This design comes from an exercise in tuning for small area and few clock cycles per item on the open sky130 flow, not from production work. The RTL was checked by simulation tests, not by an equivalence proof against the original design. Power and IR drop assume default switching activity.

`design/flow/flow/run.sh`:
```
#!/bin/bash
# Own layout flow: the standard ORFS flow (standard.sh, all steps up to
# finish) with one change: buffer_ports, which gives every input and output
# port its own buffer during global placement, is told to use the smallest
# buffer cell (sky130_fd_sc_hd__buf_1) instead of choosing one itself. The
# resizer may still upsize any of them later. The make output goes to
# standard_flow.log here; each ORFS step also keeps its own log under orfs/logs.
set -euo pipefail
cd "$(dirname "${BASH_SOURCE[0]}")/.."
export BUFFER_PORTS_ARGS="-buffer_cell sky130_fd_sc_hd__buf_1"
bash standard.sh finish > standard_flow.log 2>&1
```
`design/flow/standard.sh`:
```
#!/bin/bash
# synth_recipe.tcl (not shown) runs the flow's synth.tcl, then flattens the netlist and writes it again
# the make line also repeats each setting of config.mk as NAME=value (left out here)
make -C /OpenROAD-flow-scripts/flow DESIGN_CONFIG=/design/flow/config.mk WORK_HOME=/design/flow/orfs CLKGATE_MAP_FILE= SYNTH_SCRIPT=/design/flow/synth_recipe.tcl "${@:-finish}"
```
`design/flow/config.mk`:
```
export PLATFORM = sky130hd
export DESIGN_NAME = lj_pair_scheduler
export DESIGN_NICKNAME = lj_pair_scheduler
export VERILOG_FILES = /design/flow/design.v
export SDC_FILE = /design/flow/constraint.sdc
export NUM_CORES = 4
export LEC_CHECK = 0
export CAP_MARGIN = 20
export CORE_MARGIN = 2
export CORE_UTILIZATION = 60
export CTS_CLUSTER_DIAMETER = 90
export CTS_CLUSTER_SIZE = 28
export PLACE_DENSITY = 0.75
export SLEW_MARGIN = 20
export SYNTH_HIERARCHICAL = 1
export SYNTH_MINIMUM_KEEP_SIZE = 0
```
`design/flow/constraint.sdc`:
```
create_clock -name core_clock -period 6.0 [get_ports {clock}]
set_input_delay 1.2000 -clock core_clock [delete_from_list [all_inputs] [get_ports {clock}]]
set_output_delay 1.2000 -clock core_clock [all_outputs]
set_load 0.01 [all_outputs]
```
`design/flow/design.v`:
```
`default_nettype none
module lj_pair_scheduler #(
  parameter int ADDR_W       = 12,
  parameter int NUM_W        = 16,
  parameter int PIPE_LATENCY = 24,
  parameter int RING_LEN     = 13,
  parameter int STRIDE       = 2,
  parameter int TAPS         = 3
) (
  input  logic              clock,
  input  logic              resetn,
  input  logic              start,
  input  logic [31:0]       ref_x,
  input  logic [31:0]       ref_y,
  input  logic [31:0]       ref_z,
  input  logic [ADDR_W-1:0] base_addr,
  input  logic [NUM_W-1:0]  num_neighbors,
  output logic              busy,
  output logic              done,
  output logic              nb_rd_en,
  output logic [ADDR_W-1:0] nb_rd_addr,
  input  logic [95:0]       nb_rd_data,
  output logic              pipe_ivalid,
  output logic              pipe_iready,
  output logic [31:0]       pipe_ref_x,
  output logic [31:0]       pipe_ref_y,
  output logic [31:0]       pipe_ref_z,
  output logic [31:0]       pipe_nb_x,
  output logic [31:0]       pipe_nb_y,
  output logic [31:0]       pipe_nb_z,
  input  logic              pipe_ovalid,
  input  logic [127:0]      pipe_force,
  output logic              force_valid,
  output logic [127:0]      force_data,
  output logic              force_last,
  input  logic              force_ready,
  output logic              err_unexpected
);
  localparam int L    = RING_LEN;
  localparam int CW   = $clog2(L + 1);
  localparam int GW   = $clog2(L);
  localparam int RTT  = PIPE_LATENCY;
  localparam int HP0  = (L - (RTT % L)) % L;
  logic              run_q, done_q, pend_q, err_q, ov_q, olast_q;
  logic [CW-1:0]     cnt_q, avail_q;       
  logic [GW-1:0]     gap_q;                
  logic [L-1:0]      head_q;               
  logic [NUM_W-1:0]  rem_q;                
  logic [ADDR_W-1:0] addr_q;
  logic [95:0]       ref_q;
  logic [127:0]      ring_q [L];
  logic [127:0]      out_q;
  logic accept, rd, inflight, arriving, pop, ofree, at_tap, load, empty_eff, iss;
  assign accept    = !run_q && !done_q && start;
  assign inflight  = (cnt_q != avail_q);
  assign arriving  = pipe_ovalid && inflight;
  assign pop       = ov_q && force_ready;
  assign ofree     = !ov_q || pop;
  always_comb begin
    at_tap = head_q[L-1];
    for (int i = 0; i < TAPS - 1; i++) at_tap = at_tap || head_q[i];
  end
  assign load      = ofree && ((avail_q != '0) || arriving) && at_tap;
  assign empty_eff = (cnt_q == '0) || ((cnt_q == CW'(1)) && load);
  assign iss       = pend_q &&
                     (empty_eff || ((gap_q == '0) && ((cnt_q != CW'(L)) || load)));
  assign rd        = run_q && (rem_q != '0) && (!pend_q || iss);
  always_ff @(posedge clock or negedge resetn) begin
    if (!resetn) begin
      run_q   <= 1'b0;
      done_q  <= 1'b0;
      pend_q  <= 1'b0;
      err_q   <= 1'b0;
      ov_q    <= 1'b0;
      cnt_q   <= '0;
      avail_q <= '0;
    end else begin
      run_q   <= (accept && (num_neighbors != '0)) || (run_q && !(pop && olast_q));
      done_q  <= (accept && (num_neighbors == '0)) || (run_q && pop && olast_q);
      pend_q  <= rd || (pend_q && !iss);
      err_q   <= err_q || (pipe_ovalid && !inflight);
      ov_q    <= load || (ov_q && !pop);
      cnt_q   <= cnt_q + CW'(iss) - CW'(load);
      avail_q <= avail_q + CW'(arriving) - CW'(load);
    end
  end
  always_ff @(posedge clock) begin
    if (iss)               gap_q <= GW'(STRIDE - 1);
    else if (gap_q == '0)  gap_q <= GW'(L - 1);
    else                   gap_q <= gap_q - GW'(1);
    if (iss && empty_eff)  head_q <= L'(1) << HP0;
    else if (!load)        head_q <= {head_q[L-2:0], head_q[L-1]};
    else                   head_q <= {head_q[STRIDE-2:0], head_q[L-1:STRIDE-1]};
    rem_q  <= accept ? num_neighbors : (rem_q - NUM_W'(rd));
    addr_q <= accept ? base_addr : (addr_q + ADDR_W'(rd));
    if (load) olast_q <= (rem_q == '0) && !pend_q && (cnt_q == CW'(1));
  end
  always_ff @(posedge clock) begin
    if (accept) ref_q <= {ref_z, ref_y, ref_x};
  end
  logic [127:0] ring_in;
  lj_pair_scheduler_ao2 u_ring_in (
    .s0(arriving), .d0(pipe_force), .s1(!arriving), .d1(ring_q[L-1]), .y(ring_in)
  );
  always_ff @(posedge clock) begin
    ring_q[0] <= ring_in;
    for (int i = 1; i < L; i++) ring_q[i] <= ring_q[i-1];
  end
  logic [127:0] out_d;
  lj_pair_scheduler_ao4 u_out_d (
    .s0(load && head_q[L-1]), .d0(ring_in),
    .s1(load && head_q[0]),   .d1(ring_q[0]),
    .s2(load && head_q[1]),   .d2(ring_q[1]),
    .s3(!load),               .d3(out_q),
    .y(out_d)
  );
  always_ff @(posedge clock) out_q <= out_d;
  assign busy           = run_q;
  assign done           = done_q;
  assign nb_rd_en       = rd;
  assign nb_rd_addr     = addr_q;
  assign pipe_ivalid    = iss;
  assign pipe_iready    = 1'b1;
  assign {pipe_ref_z, pipe_ref_y, pipe_ref_x} = ref_q;
  assign {pipe_nb_z, pipe_nb_y, pipe_nb_x}    = nb_rd_data;
  assign force_valid    = ov_q;
  assign force_data     = out_q;
  assign force_last     = olast_q;
  assign err_unexpected = err_q;
endmodule
module lj_pair_scheduler_ao2 (
  input  logic         s0, s1,
  input  logic [127:0] d0, d1,
  output logic [127:0] y
);
  assign y = ({128{s0}} & d0) | ({128{s1}} & d1);
endmodule
module lj_pair_scheduler_ao4 (
  input  logic         s0, s1, s2, s3,
  input  logic [127:0] d0, d1, d2, d3,
  output logic [127:0] y
);
  assign y = ({128{s0}} & d0) | ({128{s1}} & d1) | ({128{s2}} & d2) | ({128{s3}} & d3);
endmodule
`default_nettype wire
```
==> results.cfg, run 1 <==
[setup_path]
rrSetupSlack_ps = 2020
path_buf_inv = 3
slowest_delay_ps = 750
path_max_fanout = 60
end_kind = output port
critical_path_class = register to output port
cp_top_family = simple AND/OR/NAND/NOR gates
start_kind = register
cp.required_ps = 4800
ff2ff_path_depth = 13
crit_arrival_ps = 3670
crit_chain = xor2_1 -> nor4_1 -> nor2b_4 -> inv_4 -> buf_4 -> o211ai_1 -> and3_1 -> buf_1
cp_slowest_cell = nor4_1
cp.depth = 8

[synth]
ys_ff_latch = 1947
avgSynthCellArea_um2 = 16.2
syn_area_um2 = 46700
synthArstFlopShare = 0.00668
synth_top_area_share = 0.787
syn_inst = 2892
synth_warnings = 9
synth_area_leaders = dfxtp_1 (79%), edfxtp_1 (6.2%), a22oi_1 (4.0%)
synth_cell_types = 54
synth_flop_cell = dfxtp_1
yosysTopAreaCell = dfxtp_1
synth-edff-count = 97
synthesis.nets = 3263
synth_seq_area_share = 0.857

[detailed_routing]
drc = 0
final_antenna_net_count = 0
viasPerCell = 5.07
drt_iter0_drc = 1249
route.vias.total = 22100
finalWirelength_mm = 88.6
drt_first_pass_iters = 5
wl_per_cell_um = 20.3

[floorplanning]
coreArea_um2 = 77200
ioPinCount = 693
die_y_um = 283
fp.dieW_um = 283
initial_core_util = 0.605
num_rows = 102
dieArea_um2 = 80100

[finish]
final_core_util = 0.657
layout.nets = 3668
regArea_um2 = 40000
multi_input_area_um2 = 5100
fillCellCount = 5338
drive_gt1_frac = 0.0398
fin_area_um2 = 50700
area_growth_pct = 8.65

[clock_network]
clkTransAtPathRegs_ps = 110
clock_path_buffers = 3
cts-root-buf = clkbuf_16
cts_tree = done
ctsHoldBuffers = 0
cts-buffers-inserted = 80
cts_resized = 0
h-tree-depth = 3
post_cts_buffers = 0
clock_latency_ps = 650
clock_sinks = 1947

[sta]
slew_headroom = 0.229
rsz0062_at_grt = false
setup_violations = 0
period_minus_slack_ps = 4870
period_share = 0.812
hold_viol = 0
worstMarginPinSlew_ps = 1160
slew_violations = 0
max_freq_mhz = 205
skew_ps = 29.5
layout_setup_ws_ps = 1130
tns_ps = 0

[run_status]
run_status = complete, no violations

[placed_design]
port-buffer-count = 499
place.gp.congestion = 0.976
dp_hpwl_mm = 57.7
post_dp_cell_area_um2 = 48500
place_ws_ps = 1610

[worst_hold_path]
min_path_type = register to register
hold-path-cell-count = 0

[power]
power_mw = 29.2
power_density_nw_per_um2 = 574
ir_worst_vdd_mv = 0.359
power_leakage_nw = 20.4

[global_routing]
antenna_found_initial = 8
grt_max_degree = 84
grtUsageTotal = 0.216
grt_pass1_vias = 22100
grt-ovfl-total = 0
grt_pass1_wl_mm = 133

[flow_run]
max_cap_violations = 0
cells by family after synthesis:
| group | after synthesis | share of synthesized area |
|---|---|---|
| xor gates and xnor gates | 26 | 0.00488 |
| other | 1 | 0.0000803 |
| adders and majority gates | 18 | 0.00514 |
| DFF | 1947 | 0.857 |
| buffers and inverters | 216 | 0.0343 |
| and+or+nand+nor | 228 | 0.0219 |
| AOI/OAI and AO/OA | 456 | 0.0770 |
where the power goes:
part           switching, mW  leakage, nW  internal, mW
combinational           2.13         2.91          1.17
clock                   3.65         1.08          2.51
sequential              1.82         16.5          17.9
total                   7.60         20.4          21.6
flip-flops by register name (all words and copies together), names as in the netlist, 12 cells and up:
register  cells
addr_q       12
rem_q        16
ref_q        96
out_q       128
head_q       13
ring_q     1664
cell usage in the layout (no fill, tap or decap), types with 7 or more instances in the layout:
master,netlist,final
clkbuf_16,0,80
o21ai_0,21,21
clkbuf_1,9,7
a31oi_1,9,9
dfxtp_1,1837,1837
a22oi_2,10,10
nor4_1,7,7
inv_1,24,22
a22oi_1,247,247
ha_1,16,16
buf_1,0,499
xor2_1,12,12
dfrtp_1,13,13
buf_4,103,12
or3_1,8,8
edfxtp_1,97,97
xnor2_1,14,14
a22o_1,141,141
nand2_1,161,161
nor2_1,13,13
through the flow:
stage	hold slack [ps]	cells
floorplan	310	2892
global placement	310	4254
detailed placement	312	4254
CTS	318	4353
global route	324	4356
finish	316	4358
final timing paths:
| kind | startpoint | end |
|---|---|---|
| worst max-delay path | cnt_q[1] | pipe_ivalid |
| min in group asynchronous | resetn | run_q |
| worst min-delay path | ring_q[9][58] | ring_q[10][58] |
| worst max register to register | cnt_q[1] | cnt_q[2] |
| worst min register to register | ring_q[9][58] | ring_q[10][58] |
| max in group asynchronous | resetn | err_q |
per-module statistics from Yosys, one instance, submodules excluded:
module,copies in the design,area [um^2]
lj_pair_scheduler,1,42400
lj_pair_scheduler_ao4,1,2950
lj_pair_scheduler_ao2,1,1360
synth_stat cells (3+ instances only):
| cell type | count |
|---|---|
| a21o_1 | 3 |
| o21ai_0 | 21 |
| ha_1 | 16 |
| xnor2_1 | 14 |
| a22oi_1 | 247 |
| a21oi_1 | 6 |
| nor3b_1 | 3 |
| nand3_1 | 6 |
| clkbuf_1 | 9 |
| edfxtp_1 | 97 |
| buf_2 | 30 |
| nor2_1 | 13 |
| nor3_1 | 4 |
| or4b_1 | 3 |
| inv_1 | 24 |
| buf_6 | 49 |
| nor4_1 | 7 |
| or3b_2 | 3 |
| dfrtp_1 | 13 |
| nand4_1 | 4 |
| a31oi_1 | 9 |
| o41ai_1 | 3 |
| or3_1 | 8 |
| a22oi_2 | 10 |
| nand2_1 | 161 |
| buf_4 | 103 |
| and2_1 | 4 |
| xor2_1 | 12 |
| a22o_1 | 141 |
| dfxtp_1 | 1837 |
routing by layer:
metal | vias to the layer above | part of all wire | track usage
met5 | - | 0.00015 | 0.000595
met4 | 2 | 0.024 | 0.0644
met3 | 140 | 0.064 | 0.0468
met2 | 714 | 0.47 | 0.346
met1 | 10800 | 0.45 | 0.296
li1 | 10500 | - | -
final cells by class:
class | instances | share of cell area
Timing Repair Buffer | 514 | 0.0400
Sequential cell | 1947 | 0.788
Tap cell | 1040 | 0.0256
Antenna cell | 4 | 0.000197
Multi-Input combinational cell | 729 | 0.101
Inverter | 25 | 0.00200
Clock inverter | 11 | 0.00284
Clock buffer | 88 | 0.0402
Testbench counts, summed over its fixed seeds: cycles 42,133, items 18,420.
==> run 2: changes to the inputs <==
--- a/design/flow/design.v
+++ b/design/flow/design.v
@@ -95,9 +95,11 @@
     addr_q <= accept ? base_addr : (addr_q + ADDR_W'(rd));
     if (load) olast_q <= (rem_q == '0) && !pend_q && (cnt_q == CW'(1));
   end
-  always_ff @(posedge clock) begin
-    if (accept) ref_q <= {ref_z, ref_y, ref_x};
-  end
+  logic [95:0] ref_d;
+  lj_pair_scheduler_ao2 #(.W(96)) u_ref_d (
+    .s0(accept), .d0({ref_z, ref_y, ref_x}), .s1(!accept), .d1(ref_q), .y(ref_d)
+  );
+  always_ff @(posedge clock) ref_q <= ref_d;
   logic [127:0] ring_in;
   lj_pair_scheduler_ao2 u_ring_in (
     .s0(arriving), .d0(pipe_force), .s1(!arriving), .d1(ring_q[L-1]), .y(ring_in)
@@ -128,12 +130,14 @@
   assign force_last     = olast_q;
   assign err_unexpected = err_q;
 endmodule
-module lj_pair_scheduler_ao2 (
+module lj_pair_scheduler_ao2 #(
+  parameter int W = 128
+) (
   input  logic         s0, s1,
-  input  logic [127:0] d0, d1,
-  output logic [127:0] y
+  input  logic [W-1:0] d0, d1,
+  output logic [W-1:0] y
 );
-  assign y = ({128{s0}} & d0) | ({128{s1}} & d1);
+  assign y = ({W{s0}} & d0) | ({W{s1}} & d1);
 endmodule
 module lj_pair_scheduler_ao4 (
   input  logic         s0, s1, s2, s3,
==> results.cfg, run 2 <==
[synth]
ys_ff_latch = 1947
syn_area_um2 = 46800
synth_cell_types = 56
synthesis.nets = 3389
synth_compound_area_frac = 0.0940
synthAdderAreaFrac = 0.00513
synth_flop_cell = dfxtp_1
avgSynthCellArea_um2 = 15.5
synthMuxAreaShare = 0
synth_seq_area_share = 0.835
syn_inst = 3018
yosysMostFrequentCell = dfxtp_1
synth_xor_area_frac = 0.00524
synth_top_cells_by_count = dfxtp_1 (1933), a22oi_1 (247), a22o_1 (237), nand2_1 (162), buf_4 (103)
synth_area_leaders = dfxtp_1 (83%), a22o_1 (4.4%), a22oi_1 (4.0%)
yosysTopAreaCell = dfxtp_1
synth_top_family_by_area = compound AO/OA/AOI/OAI gates
synth_top_area_share = 0.827
synth-edff-count = 1
synth_warnings = 9
synth_simple_gate_area_share = 0.0228
synthArstFlopShare = 0.00668

[detailed_routing]
route.vias.total = 22400
final_antenna_net_count = 0
drt_iter0_drc = 1210
wl_per_cell_um = 18.4
finalWirelength_mm = 82.1
viasPerCell = 5.04
drt_first_pass_iters = 5
drc = 0

[run_status]
run_status = complete, no violations

[clock_network]
cts_resized = 0
h-tree-depth = 3
clock_sinks = 1947
clkTransAtPathRegs_ps = 100
post_cts_buffers = 0
cts-root-buf = clkbuf_16
clock_path_buffers = 3
ctsHoldBuffers = 0
cts_tree = done
clock_latency_ps = 660
cts-buffers-inserted = 79

[sta]
rsz0062_at_grt = false
tns_ps = 0
worstMarginPinSlew_ps = 1040
slew_headroom = 0.309
period_minus_slack_ps = 4220
skew_ps = 27.3
hold_viol = 0
setup_violations = 0
slew_violations = 0
period_share = 0.703
max_freq_mhz = 237

[global_routing]
grt_pass1_wl_mm = 126
grt_max_degree = 85
antenna_found_initial = 3
grt_pass1_vias = 22500
grtUsageTotal = 0.200
grt-ovfl-total = 0

[finish]
max_flop_register = ring_q
area_growth_pct = 8.24
regArea_um2 = 39100
fillCellCount = 5461
layout_commonest_cell = dfxtp_1
drive_gt1_frac = 0.0387
multi_input_area_um2 = 5970
final_cell_mix = dfxtp_1 (1933), buf_1 (499), a22oi_1 (247)
largest_reg_flops = 1664
layout.nets = 3774
reg_top3 = ring_q (1664), out_q (128), ref_q (96)

[power]
power_frac_comb = 0.143
power_density_nw_per_um2 = 589
ir_worst_vdd_mv = 0.553
power_mw = 29.9
seq_power_share = 0.653
clock_power_share = 0.204
p_sw_frac = 0.273
power_leakage_nw = 20.8
p_sw_mw = 8.14
p_int_mw = 21.7

[setup_path]
cp_top_family = compound AO/OA/AOI/OAI gates
cp_slowest_cell = o41a_2
critical_path_class = register to output port
path_buf_inv = 2
path_max_fanout = 23
start_kind = register
crit_chain = xor2_1 -> o41a_2 -> inv_4 -> o211ai_1 -> and3_1 -> buf_1
slowest_delay_ps = 770
end_kind = output port
cp.required_ps = 4800
crit_arrival_ps = 3020

[floorplanning]
num_rows = 102
die_y_um = 283
dieArea_um2 = 80200
coreArea_um2 = 77300
fp.dieW_um = 283
ioPinCount = 693
initial_core_util = 0.605

[worst_hold_path]
min_path_type = register to register

[placed_design]
port-buffer-count = 499
place.gp.congestion = 0.864
dp_hpwl_mm = 51.0

[flow_run]
max_cap_violations = 0
run 2: cell count changes after synthesis, sizes merged, moves of 3 or more:
cell and change:
a22o +96, dfxtp +96, edfxtp -96, buf +25
clkbuf -5, nand3 +5, nor3 +4, o21ai +4
or3 -4, a31oi -3, nor2 +3, o41ai -3
run 2: final timing paths:
check | slack, ps | cells past startpoint | to | from
hold / removal | 310 | 0 | ring_q[7][103] | ring_q[6][103]
setup / recovery | 1780 | 6 | pipe_ivalid | cnt_q[1]
hold reg to reg | 310 | 0 | ring_q[7][103] | ring_q[6][103]
max in group asynchronous | 4940 | 1 | avail_q[3] | resetn
min in group asynchronous | 580 | 1 | err_q | resetn
setup reg to reg | 2290 | 10 | avail_q[2] | cnt_q[1]
run 2: layer usage:
metal,GRT usage,share of wire
met1,0.277,0.46
met2,0.316,0.45
met3,0.0388,0.056
met4,0.0713,0.028
met5,0.00774,0.00038
run 2: stage by stage:
step                setup slack, ps  std cells  utilization  cell area [um^2]  hold WS, ps
finish                         1780       4456        0.655             50600          313
global route                   1590       4456        0.655             50600          324
CTS                            1730       4452        0.654             50600          317
detailed placement             1720       4361        0.627             48500          312
global placement               1790       4361        0.627             48500          310
floorplan                      2480       3018            -             46800          310
run 2: cell families after synthesis:
group / Yosys count
AO/OA/AOI/OAI: 548
XOR/XNOR: 28
adder cells (fa/ha/maj): 18
buffers and inverters: 238
flip-flops: 1947
other: 1
AND/OR/NAND/NOR: 238
run 2: final cells by class:
cell class                      instances  share of cell area
Antenna cell                            3            0.000148
Clock buffer                           83              0.0397
Clock inverter                          8             0.00282
Inverter                               27             0.00215
Multi-Input combinational cell        833               0.118
Sequential cell                      1947               0.771
Tap cell                             1040              0.0257
Timing Repair Buffer                  515              0.0405
run 2: per-module statistics from Yosys (local to each module, per instance), a selection:
module	flip-flops and latches	cell area, um^2	times used
lj_pair_scheduler_ao2	0	1360	1
lj_pair_scheduler_ao4	0	2950	1
lj_pair_scheduler	1947	41500	1
run 2: power by group through the flow:
stage / clock network [mW] / registers (mW) / logic [mW]
final: 6.09 / 19.5 / 4.27
after global routing: 6.67 / 20.0 / 4.68
after CTS: 6.24 / 19.5 / 4.27
after detailed placement: 0 / 19.7 / 4.23
after floorplan: 0 / 19.4 / 2.59
after global placement: 0 / 19.6 / 4.13
Testbench counts of run 2, summed over its fixed seeds: cycles 42,133, items 18,420.
==> run 3: changes to the inputs <==
--- a/design/flow/config.mk
+++ b/design/flow/config.mk
@@ -7,10 +7,10 @@
 export LEC_CHECK = 0
 export CAP_MARGIN = 20
 export CORE_MARGIN = 2
-export CORE_UTILIZATION = 60
+export CORE_UTILIZATION = 70
 export CTS_CLUSTER_DIAMETER = 90
 export CTS_CLUSTER_SIZE = 28
-export PLACE_DENSITY = 0.75
+export PLACE_DENSITY = 0.85
 export SLEW_MARGIN = 20
 export SYNTH_HIERARCHICAL = 1
 export SYNTH_MINIMUM_KEEP_SIZE = 0
==> results.cfg, run 3 <==
[run_status]
run_status = complete, no violations

[detailed_routing]
route.vias.total = 24000
finalWirelength_mm = 96.3
drt_first_pass_iters = 5
drt_iter0_drc = 2055
wl_per_cell_um = 22.5
drc = 0
viasPerCell = 5.60
final_antenna_net_count = 0

[power]
p_int_mw = 21.7
clock_power_share = 0.202
p_sw_frac = 0.286
seq_power_share = 0.649
power_density_nw_per_um2 = 604
power_frac_comb = 0.149
p_sw_mw = 8.71
power_leakage_nw = 20.8
ir_worst_vdd_mv = 0.433

[finish]
fillCellCount = 3556
layout.nets = 3768
regArea_um2 = 39100
drive_gt1_frac = 0.0370
area_growth_pct = 7.63
max_flop_register = ring_q
final_cell_mix = dfxtp_1 (1933), buf_1 (499), a22oi_1 (247)
fin_cells = 4281
largest_reg_flops = 1664
layout_commonest_cell = dfxtp_1
multi_input_area_um2 = 5970
reg_top3 = ring_q (1664), out_q (128), ref_q (96)
fin_area_um2 = 50400

[sta]
layout_setup_ws_ps = 1580
rsz0062_at_grt = false
max_freq_mhz = 226
tns_ps = 0
slew_headroom = 0.260
skew_ps = 28.0
slew_violations = 0
worstMarginPinSlew_ps = 1110
period_share = 0.736
setup_violations = 0
hold_viol = 0
period_minus_slack_ps = 4420

[placed_design]
dp_hpwl_mm = 59.2
placedCellCount = 4180
post_dp_cell_area_um2 = 48200
place_ws_ps = 1730
place.gp.congestion = 0.891
port-buffer-count = 499

[setup_path]
crit_chain = xor2_1 -> o41a_2 -> inv_4 -> o2111ai_1 -> and3b_1 -> buf_1
start_kind = register
ff2ff_path_depth = 8
cp_top_family = compound AO/OA/AOI/OAI gates
r2r_start = cnt_q[1]
cp_slowest_cell = inv_4
rrSetupSlack_ps = 1980
path_buf_inv = 2
cp.required_ps = 4800
cp.depth = 6
end_kind = output port
worstSetupStartpoint = cnt_q[1]
critPathCapture = nb_rd_en
slowest_delay_ps = 590
crit_arrival_ps = 3220
reg2reg_to = out_q[1]
path_max_fanout = 59
critical_path_class = register to output port

[floorplanning]
num_rows = 94
die_y_um = 263
dieArea_um2 = 68900
ioPinCount = 693
initial_core_util = 0.709
fp.dieW_um = 263
coreArea_um2 = 66000

[clock_network]
cts-root-buf = clkbuf_16
cts_resized = 0
clock_latency_ps = 670
clkTransAtPathRegs_ps = 110
cts_tree = done
clock_sinks = 1947
post_cts_buffers = 0
ctsHoldBuffers = 0
clock_path_buffers = 3
h-tree-depth = 3
cts-buffers-inserted = 79

[synth]
ys_ff_latch = 1947
synth_top_area_share = 0.827
synthesis.nets = 3389
synth_flop_cell = dfxtp_1
synth_top_cells_by_count = dfxtp_1 (1933), a22oi_1 (247), a22o_1 (237), nand2_1 (162), buf_4 (103)
synth_seq_area_share = 0.835
yosysMostFrequentCell = dfxtp_1
avgSynthCellArea_um2 = 15.5
syn_area_um2 = 46800
synth-edff-count = 1
syn_inst = 3018
synthArstFlopShare = 0.00668
synth_cell_types = 56
synth_area_leaders = dfxtp_1 (83%), a22o_1 (4.4%), a22oi_1 (4.0%)
synth_warnings = 9
yosysTopAreaCell = dfxtp_1

[flow_run]
max_cap_violations = 0

[global_routing]
grt_max_degree = 104
grt_pass1_wl_mm = 145
grtUsageTotal = 0.271
grt-ovfl-total = 0
antenna_found_initial = 7
grt_pass1_vias = 24400

[worst_hold_path]
min_path_type = register to register
-- run 3: layer usage --
layer,up-vias,global-route usage,part of all wire
li1,10800,-,-
met4,2,0.103,0.038
met1,11800,0.356,0.41
met2,1106,0.446,0.48
met5,-,0.00347,0.00011
met3,246,0.0579,0.071
-- run 3: how the worst min path moves through the flow --
stage,startpoint,endpoint,slack [ps],depth (start not counted)
after CTS,ring_q[7][114],ring_q[8][114],320,0
final,ring_q[2][124],ring_q[3][124],320,0
after global placement,ring_q[8][119],ring_q[9][119],310,0
after global routing,ring_q[7][17],ring_q[8][17],330,0
after floorplan,ring_q[9][0],ring_q[10][0],310,0
after detailed placement,ring_q[10][3],ring_q[11][3],310,0
-- run 3: cell type report --
class                   count  area share
clock buffers              86      0.0402
well taps                 864      0.0215
inverters                  27     0.00216
flip-flops and latches   1947       0.775
diodes                      8    0.000398
clock inverters             7     0.00196
repair buffers            509      0.0397
multi-input cells         833       0.119
-- run 3: power by group through the flow --
| stage | registers (mW) | clock network, mW | logic [mW] |
|---|---|---|---|
| after detailed placement | 19.9 | 0 | 4.37 |
| final | 19.8 | 6.14 | 4.52 |
| after CTS | 19.7 | 6.19 | 4.50 |
| after floorplan | 19.4 | 0 | 2.59 |
| after global placement | 19.5 | 0 | 4.10 |
| after global routing | 20.1 | 6.61 | 4.84 |
-- run 3: logic make-up after synthesis --
| logic type | count (synthesis) | share of synthesized area |
|---|---|---|
| AO/OA/AOI/OAI | 548 | 0.0940 |
| XOR/XNOR | 28 | 0.00524 |
| adder cells (fa/ha/maj) | 18 | 0.00513 |
| buffers and inverters | 238 | 0.0381 |
| flip-flops | 1947 | 0.835 |
| other | 1 | 0.0000801 |
| AND/OR/NAND/NOR | 238 | 0.0228 |
-- run 3: per-module statistics from Yosys, one instance, submodules excluded, excerpt --
module | cells | area [um^2] | copies in the design | flip-flops and latches
lj_pair_scheduler_ao2 | 156 | 1360 | 1 | 0
lj_pair_scheduler_ao4 | 440 | 2950 | 1 | 0
lj_pair_scheduler | 2304 | 41500 | 1 | 1947
-- run 3: metrics by stage --
step / power, mW / hold slack, ps / util
floorplan: 22.0 / 310 / -
global placement: 23.6 / 309 / 0.731
detailed placement: 24.2 / 312 / 0.731
CTS: 30.4 / 323 / 0.763
global route: 31.6 / 329 / 0.763
finish: 30.4 / 316 / 0.763
==> run 4: changes to the inputs <==
--- a/design/flow/config.mk
+++ b/design/flow/config.mk
@@ -9,7 +9,7 @@
 export CORE_MARGIN = 2
 export CORE_UTILIZATION = 70
 export CTS_CLUSTER_DIAMETER = 90
-export CTS_CLUSTER_SIZE = 28
+export CTS_CLUSTER_SIZE = 32
 export PLACE_DENSITY = 0.85
 export SLEW_MARGIN = 20
 export SYNTH_HIERARCHICAL = 1
==> results.cfg, run 4 <==
[synth]
synth_cell_types = 56
yosysMostFrequentCell = dfxtp_1
synthArstFlopShare = 0.00668
yosysTopAreaCell = dfxtp_1
synthesis.nets = 3389
synth_top_cells_by_count = dfxtp_1 (1933), a22oi_1 (247), a22o_1 (237), nand2_1 (162), buf_4 (103)
syn_area_um2 = 46800
ys_ff_latch = 1947
synth_seq_area_share = 0.835
synth_flop_cell = dfxtp_1
synth_area_leaders = dfxtp_1 (83%), a22o_1 (4.4%), a22oi_1 (4.0%)
synth_top_area_share = 0.827
syn_inst = 3018
synth_warnings = 9
avgSynthCellArea_um2 = 15.5
synth-edff-count = 1

[clock_network]
h-tree-depth = 3
cts_tree = done
cts-buffers-inserted = 70
clock_path_buffers = 3
clock_latency_ps = 660
ctsHoldBuffers = 0
post_cts_buffers = 0
clock_sinks = 1947
clkTransAtPathRegs_ps = 110
cts-root-buf = clkbuf_16
cts_resized = 0

[detailed_routing]
finalWirelength_mm = 95.8
drc = 0
viasPerCell = 5.58
drt_iter0_drc = 2038
wl_per_cell_um = 22.4
final_antenna_net_count = 0
drt_first_pass_iters = 5
route.vias.total = 23800

[setup_path]
reg2reg_to = out_q[111]
path_buf_inv = 2
cp_top_family = compound AO/OA/AOI/OAI gates
path_max_fanout = 59
ff2ff_path_depth = 8
crit_arrival_ps = 3260
critical_path_class = register to output port
slowest_delay_ps = 600
cp.required_ps = 4800
rrSetupSlack_ps = 2050
end_kind = output port
crit_chain = xor2_1 -> o41a_2 -> inv_4 -> o211ai_1 -> and3_1 -> buf_1
start_kind = register
r2r_start = cnt_q[1]
cp_slowest_cell = inv_4

[power]
clock_power_share = 0.193
power_frac_comb = 0.150
p_int_mw = 21.4
ir_worst_vdd_mv = 0.508
power_density_nw_per_um2 = 600
seq_power_share = 0.657
p_sw_frac = 0.287
power_leakage_nw = 20.6
p_sw_mw = 8.62

[placed_design]
port-buffer-count = 499
place_ws_ps = 1730
post_dp_cell_area_um2 = 48200
dp_hpwl_mm = 59.2
place.gp.congestion = 0.891

[global_routing]
antenna_found_initial = 5
grt_pass1_wl_mm = 145
grtUsageTotal = 0.271
grt_max_degree = 104
grt_pass1_vias = 24500
grt-ovfl-total = 0

[sta]
layout_setup_ws_ps = 1540
period_share = 0.743
worstMarginPinSlew_ps = 1140
tns_ps = 0
max_freq_mhz = 224
fin_hold_ws_ps = 329
setup_violations = 0
skew_ps = 30.9
hold_viol = 0
slew_headroom = 0.242
period_minus_slack_ps = 4460
slew_violations = 0
rsz0062_at_grt = false

[run_status]
run_status = complete, no violations

[finish]
final_cell_mix = dfxtp_1 (1933), buf_1 (499), a22oi_1 (247)
reg_top3 = ring_q (1664), out_q (128), ref_q (96)
layout_commonest_cell = dfxtp_1
drive_gt1_frac = 0.0344
fin_area_um2 = 50100
area_growth_pct = 7.13
largest_reg_flops = 1664
layout.nets = 3759
max_flop_register = ring_q

[worst_hold_path]
hold-path-cell-count = 0
min_path_type = register to register
hold_end = ring_q[7][13]
min-delay-start = ring_q[6][13]

[floorplanning]
dieArea_um2 = 68900
coreArea_um2 = 66000
ioPinCount = 693
num_rows = 94
die_y_um = 263
initial_core_util = 0.709
fp.dieW_um = 263

[flow_run]
max_cap_violations = 0
==> run 4: cell families (layout without fill, tap and decap cells) <==
group                      Yosys count  after routing  share of synthesized area
buffers and inverters              238            620                     0.0381
other                                1              7                  0.0000801
AOI/OAI and AO/OA                  548            548                     0.0940
xor gates and xnor gates            28             28                    0.00524
adders and majority gates           18             18                    0.00513
and+or+nand+nor                    238            238                     0.0228
DFF                               1947           1947                      0.835
==> run 4: how the worst max path moves through the flow <==
stage                           start          end  cells after the start  slack (ps)
after detailed placement  pipe_ovalid   out_q[118]                      8        1730
after global placement    pipe_ovalid   out_q[127]                      8        1840
after floorplan           force_ready     rem_q[7]                      9        2480
final                        cnt_q[1]  pipe_ivalid                      6        1540
after global routing         cnt_q[1]  pipe_ivalid                      6        1400
after CTS                    cnt_q[1]  pipe_ivalid                      6        1540
==> run 4: power by group through the flow <==
stage | Sequential (mW) | Combinational, mW | Clock (mW)
global route | 20.1 | 4.85 | 6.25
global placement | 19.5 | 4.10 | 0
detailed placement | 19.9 | 4.37 | 0
CTS | 19.7 | 4.50 | 5.86
floorplan | 19.4 | 2.59 | 0
finish | 19.7 | 4.52 | 5.79
==> run 4: area by class of cell <==
type	instances	area (um^2)
Tap cell	864	1080
Fill cell	3616	15900
Timing Repair Buffer	509	2000
Multi-Input combinational cell	833	5970
Clock inverter	7	97.6
Antenna cell	6	15.0
Sequential cell	1947	39100
Clock buffer	77	1800
Inverter	27	109
==> run 4: per-module statistics from Yosys (local to each module, per instance), a selection <==
module / area, um^2 / flip-flops and latches / times used / cells inside
lj_pair_scheduler: 41500 / 1947 / 1 / 2304
lj_pair_scheduler_ao4: 2950 / 0 / 1 / 440
lj_pair_scheduler_ao2: 1360 / 0 / 1 / 156
==> run 4: through the flow <==
| step | power, mW | std cells | util |
|---|---|---|---|
| floorplan | 22.0 | 3018 | - |
| global placement | 23.6 | 4180 | 0.731 |
| detailed placement | 24.2 | 4180 | 0.731 |
| CTS | 30.1 | 4264 | 0.759 |
| global route | 31.2 | 4268 | 0.760 |
| finish | 30.1 | 4270 | 0.760 |
==> run 4: routing by layer <==
metal  up-vias  GRT usage  wire length [um]
met5         -    0.00347                 0
met4         0      0.113              3770
met3       247     0.0593              6530
met2      1008      0.452             46400
met1     11800      0.344             39100
li1      10800          -                 -
==> run 4: worst register-to-register path, delay by kind of cell, from the launching register on <==
family | cells | cell delay, ps
AO/OA/AOI/OAI | 3 | 1170
XOR/XNOR | 1 | 200
buffers and inverters | 3 | 1890
flip-flops | 1 | 520
AND/OR/NAND/NOR | 1 | 110

-- afterwards: timing with drivers on the ports --
How much do the figures lean on ideal ports? The routed layouts below were timed once more, with nothing changed but the port constraints. Step 1 assumes that a clkbuf_16 drives the clock port and a buf_2 every other input. Step 2 moves the port delays by t, midway between the first and last clock arrival at a register: inputs arrive t later, outputs are due t later. That takes back most of the time a late clock gives input paths. Slacks: no drivers / after step 1 / after step 2; pairs: no drivers / after step 1.
run | t, ns | slack for setup (ns) | worst setup path at the end
run 1 | 0.701 | 1.125 / 1.062 / 1.594 | input to register
run 2 | 0.706 | 1.782 / 1.723 / 1.736 | input to register
run 3 | 0.708 | 1.582 / 1.522 / 1.589 | input to register
run 4 | 0.706 | 1.539 / 1.481 / 1.578 | input to register
After both steps every run listed still meets setup and hold. For run 2, which loses most, drivers alone change the setup slack by -0.059 ns; drivers and shift together by -0.046 ns.
